This is an optimization exercise on Yosys and OpenROAD, whose aim is small area, a short achievable clock period and few clock cycles per item, not a production implementation. The RTL was checked by simulation tests, not by an equivalence proof against the original design.

the previous run:
## alu_arbiter
module alu_arbiter
#(
    parameter int unsigned WORDSIZE      = 32,
    parameter int unsigned SEL_LINE_SIZE = 4,
    parameter int unsigned NUM_REQ       = 4
) (
    input  logic                              clk,
    input  logic                              rst_n,
    input  logic [NUM_REQ-1:0]                req_valid,
    output logic [NUM_REQ-1:0]                req_ready,
    input  logic [NUM_REQ*WORDSIZE-1:0]       req_a,
    input  logic [NUM_REQ*WORDSIZE-1:0]       req_b,
    input  logic [NUM_REQ*SEL_LINE_SIZE-1:0]  req_sel,
    output logic [NUM_REQ-1:0]                rsp_valid,
    input  logic [NUM_REQ-1:0]                rsp_ready,
    output logic [WORDSIZE-1:0]               rsp_result,
    output logic                              rsp_carry,
    output logic                              busy
);
Size in the first run: roughly 4,000 cells after synthesis, roughly 270 flip-flops.
clock: 70.0 ns
lec_check: 0
abc_area: 1
cap_margin: 20
core_margin: 2
core_utilization: 40
slew_margin: 20
standard.sh (not shown) runs the stock make flow with config.mk's settings and CLKGATE_MAP_FILE= SYNTH_SCRIPT=/design/flow/synth_recipe.tcl, a recipe that flattens the netlist after the stock synthesis.
==> flow/flow/run.sh <==
#!/bin/bash
# Layout flow: the standard layout (standard.sh), with the port buffers
# that global placement inserts made sky130_fd_sc_hd__buf_1 instead of the
# cell the resizer picks by default. Everything else is the standard flow.
set -euo pipefail
export BUFFER_PORTS_ARGS="-buffer_cell sky130_fd_sc_hd__buf_1"
bash standard.sh > standard.log 2>&1
Testbench counts of the previous run, summed over its fixed seeds: cycles 2,420, items 2,048.
Setup changes, the previous run to the current run
--- a/flow/design.v
+++ b/flow/design.v
@@ -268,24 +268,25 @@
                 di = IDX_W'(i) - cur - 1'b1;
                 ahead[j][i] = (di < dj);
             end
         end
     end
     function automatic logic [NR-1:0] rr(input logic [NR-1:0] p);
         for (int unsigned j = 0; j < NR; j++) rr[j] = p[j] && !(|(p & ahead[j]));
     endfunction
     function automatic logic [NR-1:0] pick(input logic [NR-1:0] elig, input logic a,
                                            input logic busy_u);
-        logic [NR-1:0] p1, p2, r2;
+        logic [NR-1:0] p1, p2, r2, e1;
         p2 = elig & valid_q;
         r2 = rr((p2 != '0) ? p2 : elig);
-        p1 = (elig & ~(a ? rdy_q : '0)) & (req_valid & (busy_u ? ~long_i : long_i));
+        e1 = elig & ~(a ? rdy_q : '0);
+        p1 = req_valid & ((e1 & {NR{busy_u}} & ~long_i) | (e1 & {NR{!busy_u}} & long_i));
         pick = rr(p1) | (r2 & {NR{!(|p1)}});
     endfunction
     logic [NR-1:0] pk [3];
     always_comb begin
         for (int c = 0; c < 3; c++) begin    
             logic a, t, busy_u;
             a = (c != 0);
             t = (c == 2);
             busy_u = (u_occ_n[1] && !(u_occ && !u_ld && (u_done || u_last) && !k_v_n[1])) ||
                      (!a && hold[1] && s_long) || (a && t);
@@ -412,21 +413,21 @@
             msel_q  <= NR'(1);
             valid_q <= '0;
             lng_q   <= '0;
             busy_q  <= 1'b0;
             s_v     <= 1'b0;
             k_v     <= 1'b0;
             r_vld   <= '0;
             u_occ   <= 1'b0;
         end else begin
             rdy_q   <= rdy_t[{L, A, T}*NR +: NR];
-            if (|rdy_t[{L, A, T}*NR +: NR]) msel_q <= rdy_t[{L, A, T}*NR +: NR];
+            msel_q  <= rdy_t[{L, A, T}*NR +: NR] | NR'(!(|rdy_t[{L, A, T}*NR +: NR]));
             valid_q <= req_valid;
             lng_q   <= lng_n;
             busy_q  <= A || (L ? busy_t[1] : busy_t[0]);
             s_v     <= s_v_n;
             k_v     <= k_v_n;
             r_vld   <= r_vld_n;
             u_occ   <= u_occ_n;
         end
     end
     logic s_keep;
--- outcome ---
Delta(area overhead of the layout relative to synthesis, the current run - the previous run) < 0
Delta (the current run minus the previous run): number of synthesized register bits fell 1.1%, sequential cell area fraction in the yosys report about even.
The delay of the slowest critical-path stage in the current run sits 0.17 ns above the value recorded for the previous run.
Across both runs, worst setup slack was lower for the current run than for the previous run.
Startpoint of the most critical setup path = req_sel[14]: the previous run; startpoint of the most critical setup path = rsp_ready[0]: the current run
Of the current run and the previous run, the lower final critical-path share of the clock period belongs to the previous run.
Run comparison: the previous run slowest cell on the critical path sky130_fd_sc_hd__nor3_1; the current run slowest cell on the critical path sky130_fd_sc_hd__clkinv_1
On via count of the routed design, the current run and the previous run are neck and neck.
NOTE: final core utilization in the current run falls short of that of the previous run
Taking the previous run as the reference, in the current run global placer's final weighted congestion saw little to no change, met3 routing resource usage after global routing saw an increase, maximum frequency from static timing analysis saw a decrease, hold slack saw an increase, design area saw a decrease.
Looking at number of tap cells added at floorplan, the current run sits 49 below the previous run.
Testbench counts of the current run, summed over its fixed seeds: cycles 2,420, items 2,048.

[static timing again, ports no longer ideal]
The results above use ideal ports. As a check the final layouts listed here were re-extracted and re-timed, cells and wires unchanged. Step 1, drivers: a clkbuf_16 drives clk and a buf_2 each remaining input, both assumed. Step 2 times the ports against the registers' clock, not the clock port: input delays grow and output delays shrink by t, the midpoint of the rising clock arrivals with the driver on. Three values: ideal, step 1, step 2; two values: the first two.
| run | t (ns) | slack for setup (ns) | worst hold slack (ns) | worst setup path at the end | worst register clock-pin slew, ns |
|---|---|---|---|---|---|
| the previous run | 0.633 | 54.361 / 54.402 / 53.769 | 0.460 / 0.460 / 0.460 | input to register | 0.07 / 0.07 |
| the current run | 0.641 | 54.079 / 54.113 / 53.473 | 0.463 / 0.463 / 0.463 | input to register | 0.07 / 0.07 |
After both steps every run listed still meets setup and hold. For the current run, which loses most, drivers alone change the setup slack by +0.034 ns; drivers and shift together by -0.606 ns.
